This is an optimization exercise on Yosys and OpenROAD, whose aim is small area, a short achievable clock period and few clock cycles per item, not a production implementation.
Only simulation tests tie the RTL to the original design; equivalence was not proved.
Power figures rest on the tool's default switching activity, not on a simulated workload.

==> flow/design.v <==
package lmps_pkg;
  localparam int COLUMNS_DEF  = 8;
  localparam int CHANNELS_DEF = 15;
  localparam int PIXELS_DEF   = 5;
  localparam int OP_W       = 2;
  localparam int COORD_W    = 3;
  localparam int BYTE_W     = 8;
  localparam int DRIVE_W    = 15;
  localparam int IN_DATA_W  = 32;
  localparam int OUT_DATA_W = 24;
  localparam logic [3:0] TICK_LAST = 4'd15;
  localparam logic [OP_W-1:0] OP_TICK  = 2'd0;
  localparam logic [OP_W-1:0] OP_WRITE = 2'd1;
  localparam logic [OP_W-1:0] OP_CLEAR = 2'd2;
  localparam logic [OP_W-1:0] OP_NOP   = 2'd3;
  localparam logic [1:0] ACT_NONE  = 2'd0;
  localparam logic [1:0] ACT_SHIFT = 2'd1;
  localparam logic [1:0] ACT_RESET = 2'd2;
endpackage
module lmps_ram #(
  parameter int COLUMNS = 8,
  parameter int PIXELS  = 5,
  parameter int PW      = 15
) (
  input  logic                       clk,
  input  logic                       rst,
  input  logic                       we,
  input  logic [2:0]                 wcol,
  input  logic [2:0]                 wpix,
  input  logic [PW-1:0]              wdata,
  input  logic                       clr,
  input  logic [COLUMNS-1:0]         rsel,
  output logic [PIXELS*PW-1:0]       rdata,
  output logic [PIXELS-1:0]          rvalid
);
  logic [PW-1:0]     mem [COLUMNS][PIXELS];
  logic [PIXELS-1:0] vld [COLUMNS];
  always_ff @(posedge clk) begin
    for (int c = 0; c < COLUMNS; c++) begin
      for (int p = 0; p < PIXELS; p++) begin
        if (we && wcol == 3'(c) && wpix == 3'(p)) begin
          mem[c][p] <= wdata;
        end
      end
    end
  end
  always_ff @(posedge clk) begin
    for (int c = 0; c < COLUMNS; c++) begin
      for (int p = 0; p < PIXELS; p++) begin
        if (rst || clr) begin
          vld[c][p] <= 1'b0;
        end else if (we && wcol == 3'(c) && wpix == 3'(p)) begin
          vld[c][p] <= 1'b1;
        end
      end
    end
  end
  always_comb begin
    rdata  = '0;
    rvalid = '0;
    for (int c = 0; c < COLUMNS; c++) begin
      for (int p = 0; p < PIXELS; p++) begin
        rdata[p*PW +: PW] = rdata[p*PW +: PW] | (mem[c][p] & {PW{rsel[c]}});
      end
      rvalid = rvalid | (vld[c] & {PIXELS{rsel[c]}});
    end
  end
endmodule
module lmps_enc (
  input  logic [7:0] s,
  output logic [4:0] code
);
  logic lo;
  logic hi;
  assign lo   = (s[7:4] == 4'd0);
  assign hi   = (s[7:4] == 4'd1) && (s[3:0] <= 4'd13);
  assign code = hi ? {1'b1, s[3:0] + 4'd1} :
                lo ? {1'b0, s[3:0]} : 5'd0;
endmodule
module lmps_seq (
  input  logic [4:0] code,
  input  logic [3:0] t,
  output logic       on_hold,
  output logic       on_tick
);
  logic [3:0] w;
  logic       lt;
  logic       eq;
  assign w  = code[3:0];
  assign eq = (t == w);
  assign lt = (!t[3] && w[3]) || ((t[3] == w[3]) &&
              ((!t[2] && w[2]) || ((t[2] == w[2]) &&
              ((!t[1] && w[1]) || ((t[1] == w[1]) &&
              (!t[0] && w[0]))))));
  assign on_tick = code[4] ^ lt;
  assign on_hold = code[4] ^ (lt || eq);
endmodule
module led_matrix_pwm_scanner #(
  parameter int COLUMNS  = lmps_pkg::COLUMNS_DEF,
  parameter int CHANNELS = lmps_pkg::CHANNELS_DEF
) (
  input  logic                              clk,
  input  logic                              rst,
  input  logic                              s_tvalid,
  output logic                              s_tready,
  input  logic [lmps_pkg::IN_DATA_W-1:0]    s_tdata,
  input  logic [lmps_pkg::OP_W-1:0]         s_tuser,
  output logic                              m_tvalid,
  input  logic                              m_tready,
  output logic [lmps_pkg::OUT_DATA_W-1:0]   m_tdata
);
  localparam int PIXELS = lmps_pkg::PIXELS_DEF;
  localparam int PW     = 15;
  localparam int RW     = lmps_pkg::DRIVE_W + 2;
  logic              in_rdy;
  logic              cmd_v;
  logic [1:0]        cmd_op;
  logic [2:0]        cmd_col;
  logic [2:0]        cmd_row;
  logic [PW-1:0]     cmd_pix;
  logic [PW-1:0]     in_pix;
  logic [3:0]        tick_pos;
  logic [COLUMNS-1:0] col_oh;
  logic [PIXELS*PW-1:0] snap;
  logic [PIXELS-1:0] snap_vld;
  logic [RW-1:0]     out_d;
  logic              rdy_int;
  logic              sk_v;
  logic [1:0]        sk_act;
  logic              exec;
  logic              is_tick;
  logic              reload;
  logic              do_write;
  logic              do_clear;
  logic [PIXELS*PW-1:0] col_data;
  logic [PIXELS-1:0] col_vld;
  logic [CHANNELS-1:0] drive;
  logic [1:0]        action;
  logic              cmd_v_nx;
  logic              sk_v_nx;
  assign s_tready = in_rdy;
  assign m_tdata  = {7'b0000000, out_d};
  assign rdy_int  = !(cmd_v && sk_v);
  assign exec     = cmd_v && !sk_v;
  assign is_tick  = exec && (cmd_op == lmps_pkg::OP_TICK);
  assign reload   = is_tick && (tick_pos == lmps_pkg::TICK_LAST);
  assign do_write = exec && (cmd_op == lmps_pkg::OP_WRITE);
  assign do_clear = exec && (cmd_op == lmps_pkg::OP_CLEAR);
  lmps_enc u_enc_b (.s(s_tdata[21:14]), .code(in_pix[4:0]));
  lmps_enc u_enc_r (.s(s_tdata[13:6]),  .code(in_pix[9:5]));
  lmps_enc u_enc_g (.s(s_tdata[29:22]), .code(in_pix[14:10]));
  lmps_ram #(
    .COLUMNS (COLUMNS),
    .PIXELS  (PIXELS),
    .PW      (PW)
  ) u_frame (
    .clk    (clk),
    .rst    (rst),
    .we     (do_write),
    .wcol   (cmd_col),
    .wpix   (cmd_row),
    .wdata  (cmd_pix),
    .clr    (do_clear),
    .rsel   (col_oh),
    .rdata  (col_data),
    .rvalid (col_vld)
  );
  for (genvar k = 0; k < CHANNELS; k++) begin : g_drive
    logic [4:0] fc;
    logic       on_hold;
    logic       on_tick;
    assign fc = col_data[5*k +: 5];
    lmps_seq u_cmp (
      .code    (snap[5*k +: 5]),
      .t       (tick_pos),
      .on_hold (on_hold),
      .on_tick (on_tick)
    );
    assign drive[k] = reload  ? (col_vld[k/3] && !fc[4] && (fc[3:0] != 4'd0)) :
                      is_tick ? (snap_vld[k/3] && on_tick)
                              : (snap_vld[k/3] && on_hold);
  end
  assign action = !reload   ? lmps_pkg::ACT_NONE :
                  col_oh[COLUMNS-1] ? lmps_pkg::ACT_RESET : lmps_pkg::ACT_SHIFT;
  assign cmd_v_nx = rdy_int ? s_tvalid : (cmd_v && !exec);
  assign sk_v_nx  = (!m_tvalid || m_tready) ? 1'b0 : (sk_v || exec);
  always_ff @(posedge clk) begin
    if (rst) begin
      cmd_v  <= 1'b0;
      in_rdy <= 1'b1;
    end else begin
      cmd_v  <= cmd_v_nx;
      in_rdy <= !(cmd_v_nx && sk_v_nx);
    end
  end
  always_ff @(posedge clk) begin
    if (rdy_int) begin
      cmd_op  <= s_tuser;
      cmd_col <= s_tdata[2:0];
      cmd_row <= s_tdata[5:3];
      cmd_pix <= in_pix;
    end
  end
  always_ff @(posedge clk) begin
    if (rst) begin
      tick_pos <= '0;
      col_oh   <= COLUMNS'(1);
      snap_vld <= '0;
    end else if (is_tick) begin
      tick_pos <= reload ? 4'd1 : tick_pos + 4'd1;
      if (reload) begin
        col_oh   <= {col_oh[COLUMNS-2:0], col_oh[COLUMNS-1]};
        snap_vld <= col_vld;
      end
    end
  end
  always_ff @(posedge clk) begin
    if (reload) begin
      snap <= col_data;
    end
  end
  always_ff @(posedge clk) begin
    if (rst) begin
      m_tvalid <= 1'b0;
      sk_v     <= 1'b0;
    end else begin
      m_tvalid <= (m_tvalid && !m_tready) || sk_v || exec;
      sk_v     <= sk_v_nx;
    end
  end
  always_ff @(posedge clk) begin
    if (rst) begin
      out_d <= '0;
    end else if (!m_tvalid || m_tready) begin
      out_d <= {sk_v ? sk_act : action, drive};
    end
    if (exec) begin
      sk_act <= action;
    end
  end
endmodule
clock: 7.0 ns
lec_check: 0
cap_margin: 20
core_margin: 2
core_utilization: 40
cts_cluster_diameter: 100
cts_cluster_size: 30
setup_slack_margin: 4.6
slew_margin: 20
tns_end_percent: 0
run.sh (not shown) runs the stock make flow with config.mk's settings and CLKGATE_MAP_FILE= SYNTH_SCRIPT=/design/flow/synth_recipe.tcl, a recipe that flattens the netlist after the stock synthesis.
Testbench counts at the start, summed over its fixed seeds: cycles 12,016, items 12,000.
Edit:
--- a/flow/design.v
+++ b/flow/design.v
@@ -228,11 +228,9 @@
       sk_v     <= sk_v_nx;
     end
   end
   always_ff @(posedge clk) begin
-    if (rst) begin
-      out_d <= '0;
-    end else if (!m_tvalid || m_tready) begin
+    if (!m_tvalid || m_tready) begin
       out_d <= {sk_v ? sk_act : action, drive};
     end
     if (exec) begin
       sk_act <= action;
=> Synthesized cell count goes down by 1.1%. Power grows by 2.4%. Die area went up by about 0.7%. Count of clock-buffer cells in the layout increases by 1. Sequential power is about the same. Wire length is higher by 2.2%. Clock skew came out higher by 7.1 ps. Hold slack is better by 5.3 ps. Worst setup slack got worse by 89 ps. Global-route usage went up by 0.38 points. Via count rose by 0.37%. Sequential share of layout area barely changes. Cell area went up by about 0.6%. Non-clock buffer count falls by 11.
Testbench counts after the change, summed over its fixed seeds: cycles 12,016, items 12,000.


## run 1
RTL: the design.v shown in full above, as it stands there.
make LEC_CHECK=0 CAP_MARGIN=20 CORE_MARGIN=2 CORE_UTILIZATION=40 CTS_CLUSTER_DIAMETER=100 CTS_CLUSTER_SIZE=30 SETUP_SLACK_MARGIN=4.75 SLEW_MARGIN=20 TNS_END_PERCENT=0 finish   # period 7.0 ns
Testbench counts of run 1, summed over its fixed seeds: cycles 12,016, items 12,000.
Edits applied to the flow inputs when going from run 1 to run 4:
-- flow/design.v --
<<< run 1, line 73
  logic lo;
  logic hi;
  assign lo   = (s[7:4] == 4'd0);
  assign hi   = (s[7:4] == 4'd1) && (s[3:0] <= 4'd13);
  assign code = hi ? {1'b1, s[3:0] + 4'd1} :
                lo ? {1'b0, s[3:0]} : 5'd0;
endmodule
module lmps_seq (
  input  logic [4:0] code,
  input  logic [3:0] t,
  output logic       on_hold,
  output logic       on_tick
);
  logic [3:0] w;
  logic       lt;
  logic       eq;
  assign w  = code[3:0];
  assign eq = (t == w);
  assign lt = (!t[3] && w[3]) || ((t[3] == w[3]) &&
              ((!t[2] && w[2]) || ((t[2] == w[2]) &&
              ((!t[1] && w[1]) || ((t[1] == w[1]) &&
              (!t[0] && w[0]))))));
  assign on_tick = code[4] ^ lt;
  assign on_hold = code[4] ^ (lt || eq);
endmodule
module led_matrix_pwm_scanner #(
>>> run 4, line 73
  logic lo;
  logic hi;
  assign lo   = (s[7:4] == 4'd0) && (s[3:0] != 4'd0);
  assign hi   = (s[7:4] == 4'd1) && (s[3:0] <= 4'd13);
  assign code = hi ? {1'b0, s[3:0] + 4'd1} :
                lo ? {1'b1, s[3:0]} : 5'd0;
endmodule
module lmps_seq (
  input  logic [3:0] w,
  input  logic [3:0] t,
  output logic       hit
);
  assign hit = (t == w);
endmodule
module led_matrix_pwm_scanner #(
<<< run 1, line 122
  logic [3:0]        tick_pos;
  logic [COLUMNS-1:0] col_oh;
  logic [PIXELS*PW-1:0] snap;
  logic [PIXELS-1:0] snap_vld;
  logic [RW-1:0]     out_d;
  logic              rdy_int;
  logic              sk_v;
>>> run 4, line 111
  logic [3:0]        tick_pos;
  logic [COLUMNS-1:0] col_oh;
  logic [4*CHANNELS-1:0] snap;
  logic [PIXELS-1:0] snap_vld;
  logic [RW-1:0]     out_d;
  logic [CHANNELS-1:0] drv_q;
  logic              rdy_int;
  logic              sk_v;
<<< run 1, line 168
  for (genvar k = 0; k < CHANNELS; k++) begin : g_drive
    logic [4:0] fc;
    logic       on_hold;
    logic       on_tick;
    assign fc = col_data[5*k +: 5];
    lmps_seq u_cmp (
      .code    (snap[5*k +: 5]),
      .t       (tick_pos),
      .on_hold (on_hold),
      .on_tick (on_tick)
    );
    assign drive[k] = reload  ? (col_vld[k/3] && !fc[4] && (fc[3:0] != 4'd0)) :
                      is_tick ? (snap_vld[k/3] && on_tick)
                              : (snap_vld[k/3] && on_hold);
  end
  assign action = !reload   ? lmps_pkg::ACT_NONE :
>>> run 4, line 158
  for (genvar k = 0; k < CHANNELS; k++) begin : g_drive
    logic [4:0] fc;
    logic       flip;
    assign fc = col_data[5*k +: 5];
    lmps_seq u_cmp (
      .w    (snap[4*k +: 4]),
      .t    (tick_pos),
      .hit  (flip)
    );
    assign drive[k] = reload  ? (col_vld[k/3] && fc[4]) :
                      is_tick ? (drv_q[k] ^ (snap_vld[k/3] && flip))
                              : drv_q[k];
  end
  assign action = !reload   ? lmps_pkg::ACT_NONE :
<<< run 1, line 216
  end
  always_ff @(posedge clk) begin
    if (reload) begin
      snap <= col_data;
    end
  end
>>> run 4, line 204
  end
  always_ff @(posedge clk) begin
    for (int k = 0; k < CHANNELS; k++) begin
      if (reload) begin
        snap[4*k +: 4] <= col_data[5*k +: 4];
      end
    end
  end
<<< run 1, line 231
  always_ff @(posedge clk) begin
    if (rst) begin
      out_d <= '0;
    end else if (!m_tvalid || m_tready) begin
>>> run 4, line 221
  always_ff @(posedge clk) begin
    if (rst) begin
      drv_q <= '0;
    end else if (exec) begin
      drv_q <= drive;
    end
  end
  always_ff @(posedge clk) begin
    if (rst) begin
      out_d <= '0;
    end else if (!m_tvalid || m_tready) begin
==> comparison <==
Changes observed in run 4 relative to run 1: final critical-path share of the clock period roughly the same; worst-path maximum fanout held steady; total via count after detailed routing went down by 2.5%. Status: flip-flop and latch power parity (run 4, run 1). Of the two candidates, run 1 has the worse area of the mapped netlist and run 4 the better one. | global-route wire length before repair | run 4 vs run 1 | ≈ equal |. Against run 1 as the reference, run 4 delivers a lower half-perimeter wire length after detailed placement. Between run 1 and run 4, the overall routed net length does not differ in any meaningful way. When run 4 is set beside run 1, its portion of the layout cell area used by clock cells turns out to be 0.24 points smaller. Sort run 1 and run 4 by design area desc -> top: run 1.
Testbench counts of run 4, summed over its fixed seeds: cycles 12,016, items 12,000.


RTL: the design.v shown in full above, as it stands there.
==> flow/config.mk <==
export PLATFORM = sky130hd
export DESIGN_NAME = led_matrix_pwm_scanner
export DESIGN_NICKNAME = led_matrix_pwm_scanner
export VERILOG_FILES = /design/flow/design.v
export SDC_FILE = /design/flow/constraint.sdc
export NUM_CORES = 4
export LEC_CHECK = 0
export CAP_MARGIN = 20
export CORE_MARGIN = 2
export CORE_UTILIZATION = 40
export CTS_CLUSTER_DIAMETER = 100
export CTS_CLUSTER_SIZE = 30
export SETUP_SLACK_MARGIN = 4.5
export SLEW_MARGIN = 20
export TNS_END_PERCENT = 0
==> flow/constraint.sdc <==
create_clock -name core_clock -period 7.0 [get_ports {clk}]
set_input_delay 1.4000 -clock core_clock [delete_from_list [all_inputs] [get_ports {clk}]]
set_output_delay 1.4000 -clock core_clock [all_outputs]
set_load 0.01 [all_outputs]
Testbench counts at the start, summed over its fixed seeds: cycles 12,016, items 12,000.
Then changed:
--- a/flow/design.v
+++ b/flow/design.v
@@ -228,11 +228,9 @@
       sk_v     <= sk_v_nx;
     end
   end
   always_ff @(posedge clk) begin
-    if (rst) begin
-      out_d <= '0;
-    end else if (!m_tvalid || m_tready) begin
+    if (!m_tvalid || m_tready) begin
       out_d <= {sk_v ? sk_act : action, drive};
     end
     if (exec) begin
       sk_act <= action;
Result: Via count rose by about 1.5%; combinational power increases by about 3%; sequential power stays flat; hold slack improves by 4.4 ps; register-to-register slack loses 40 ps; worst setup slack is worse by 24 ps; maximum frequency fell by 0.90%; power came out higher by about 1.5%; final area came out higher by 0.90%; first-iteration DRC count rose by about 24%; synthesized area is higher by 0.69%; clock power rose by about 4%; die area climbs by about 0.7%.
Testbench counts after the change, summed over its fixed seeds: cycles 12,016, items 12,000.


== v6 ==
// led_matrix_pwm_scanner: RTL as listed in full above, without the edits since
Settings: LEC_CHECK=0, CAP_MARGIN=20, CORE_MARGIN=2, CORE_UTILIZATION=40, CTS_CLUSTER_DIAMETER=150, CTS_CLUSTER_SIZE=30, SETUP_SLACK_MARGIN=4.75, SLEW_MARGIN=20, TNS_END_PERCENT=0; clock period 7.0 ns.
v6 ended with every stage complete and zero timing, DRC or antenna violations.
Testbench counts of v6, summed over its fixed seeds: cycles 12,016, items 12,000.
Input changes introduced in v7 (baseline for comparison: v6):
diff --git a/flow/design.v b/flow/design.v
--- a/flow/design.v
+++ b/flow/design.v
@@ -72,28 +72,17 @@
 );
   logic lo;
   logic hi;
-  assign lo   = (s[7:4] == 4'd0);
+  assign lo   = (s[7:4] == 4'd0) && (s[3:0] != 4'd0);
   assign hi   = (s[7:4] == 4'd1) && (s[3:0] <= 4'd13);
-  assign code = hi ? {1'b1, s[3:0] + 4'd1} :
-                lo ? {1'b0, s[3:0]} : 5'd0;
+  assign code = hi ? {1'b0, s[3:0] + 4'd1} :
+                lo ? {1'b1, s[3:0]} : 5'd0;
 endmodule
 module lmps_seq (
-  input  logic [4:0] code,
+  input  logic [3:0] w,
   input  logic [3:0] t,
-  output logic       on_hold,
-  output logic       on_tick
-);
-  logic [3:0] w;
-  logic       lt;
-  logic       eq;
-  assign w  = code[3:0];
-  assign eq = (t == w);
-  assign lt = (!t[3] && w[3]) || ((t[3] == w[3]) &&
-              ((!t[2] && w[2]) || ((t[2] == w[2]) &&
-              ((!t[1] && w[1]) || ((t[1] == w[1]) &&
-              (!t[0] && w[0]))))));
-  assign on_tick = code[4] ^ lt;
-  assign on_hold = code[4] ^ (lt || eq);
+  output logic       hit
+);
+  assign hit = (t == w);
 endmodule
 module led_matrix_pwm_scanner #(
   parameter int COLUMNS  = lmps_pkg::COLUMNS_DEF,
@@ -121,9 +110,10 @@
   logic [PW-1:0]     in_pix;
   logic [3:0]        tick_pos;
   logic [COLUMNS-1:0] col_oh;
-  logic [PIXELS*PW-1:0] snap;
+  logic [4*CHANNELS-1:0] snap;
   logic [PIXELS-1:0] snap_vld;
   logic [RW-1:0]     out_d;
+  logic [CHANNELS-1:0] drv_q;
   logic              rdy_int;
   logic              sk_v;
   logic [1:0]        sk_act;
@@ -167,18 +157,16 @@
   );
   for (genvar k = 0; k < CHANNELS; k++) begin : g_drive
     logic [4:0] fc;
-    logic       on_hold;
-    logic       on_tick;
+    logic       flip;
     assign fc = col_data[5*k +: 5];
     lmps_seq u_cmp (
-      .code    (snap[5*k +: 5]),
-      .t       (tick_pos),
-      .on_hold (on_hold),
-      .on_tick (on_tick)
+      .w    (snap[4*k +: 4]),
+      .t    (tick_pos),
+      .hit  (flip)
     );
-    assign drive[k] = reload  ? (col_vld[k/3] && !fc[4] && (fc[3:0] != 4'd0)) :
-                      is_tick ? (snap_vld[k/3] && on_tick)
-                              : (snap_vld[k/3] && on_hold);
+    assign drive[k] = reload  ? (col_vld[k/3] && fc[4]) :
+                      is_tick ? (drv_q[k] ^ (snap_vld[k/3] && flip))
+                              : drv_q[k];
   end
   assign action = !reload   ? lmps_pkg::ACT_NONE :
                   col_oh[COLUMNS-1] ? lmps_pkg::ACT_RESET : lmps_pkg::ACT_SHIFT;
@@ -215,8 +203,10 @@
     end
   end
   always_ff @(posedge clk) begin
-    if (reload) begin
-      snap <= col_data;
+    for (int k = 0; k < CHANNELS; k++) begin
+      if (reload) begin
+        snap[4*k +: 4] <= col_data[5*k +: 4];
+      end
     end
   end
   always_ff @(posedge clk) begin
@@ -230,6 +220,13 @@
   end
   always_ff @(posedge clk) begin
     if (rst) begin
+      drv_q <= '0;
+    end else if (exec) begin
+      drv_q <= drive;
+    end
+  end
+  always_ff @(posedge clk) begin
+    if (rst) begin
       out_d <= '0;
     end else if (!m_tvalid || m_tready) begin
       out_d <= {sk_v ? sk_act : action, drive};
[summary]
For clock skew, v6 and v7 come out practically identical.
Area of the multi-input gates, v7 and v6: smaller value in v7
What v7 reported for multi-input combinational cell count has to be multiplied by 1.07 to get the figure for v6.
Between v7 and v6, the worst setup timing slack at the placement stage is higher for v6.
Clock period minus final worst setup slack: v6 vs v7, no meaningful difference
In terms of power consumed by sequential cells, v7 and v6 differ only marginally.
Testbench counts of v7, summed over its fixed seeds: cycles 12,016, items 12,000.

separate check: timing with driven ports:
No port has a modelled driver above. Below, the same layouts with a new extraction and two added sets of constraints.
Step 1, drivers: a clkbuf_16 drives clk and a buf_2 each remaining input, both assumed.
Step 2 moves the port delays by t, midway between the first and last clock arrival at a register: inputs arrive t later, outputs are due t later. That takes back most of the time a late clock gives input paths.
Three values: ideal, step 1, step 2; two values: the first two.
run | shift t [ns] | slack for setup (ns) | worst hold slack (ns)
the first run of note 1 | 0.677 | 4.452 / 4.391 / 3.870 | 0.479 / 0.479 / 0.479
the second run of note 1 | 0.694 | 4.364 / 4.305 / 3.811 | 0.484 / 0.484 / 0.484
run 1 | 0.678 | 4.467 / 4.407 / 3.926 | 0.481 / 0.481 / 0.481
run 4 | 0.681 | 4.464 / 4.402 / 3.872 | 0.453 / 0.453 / 0.453
the first run of note 3 | 0.679 | 4.412 / 4.351 / 3.839 | 0.478 / 0.478 / 0.478
the second run of note 3 | 0.696 | 4.389 / 4.329 / 3.740 | 0.482 / 0.482 / 0.482
v6 | 0.680 | 4.469 / 4.409 / 3.882 | 0.480 / 0.480 / 0.480
v7 | 0.670 | 4.472 / 4.413 / 3.868 | 0.453 / 0.453 / 0.453
After both steps setup and hold are still met in every run listed. The setup slack of the second run of note 3, which loses most, moves by -0.060 ns with the drivers and by -0.649 ns with both steps.
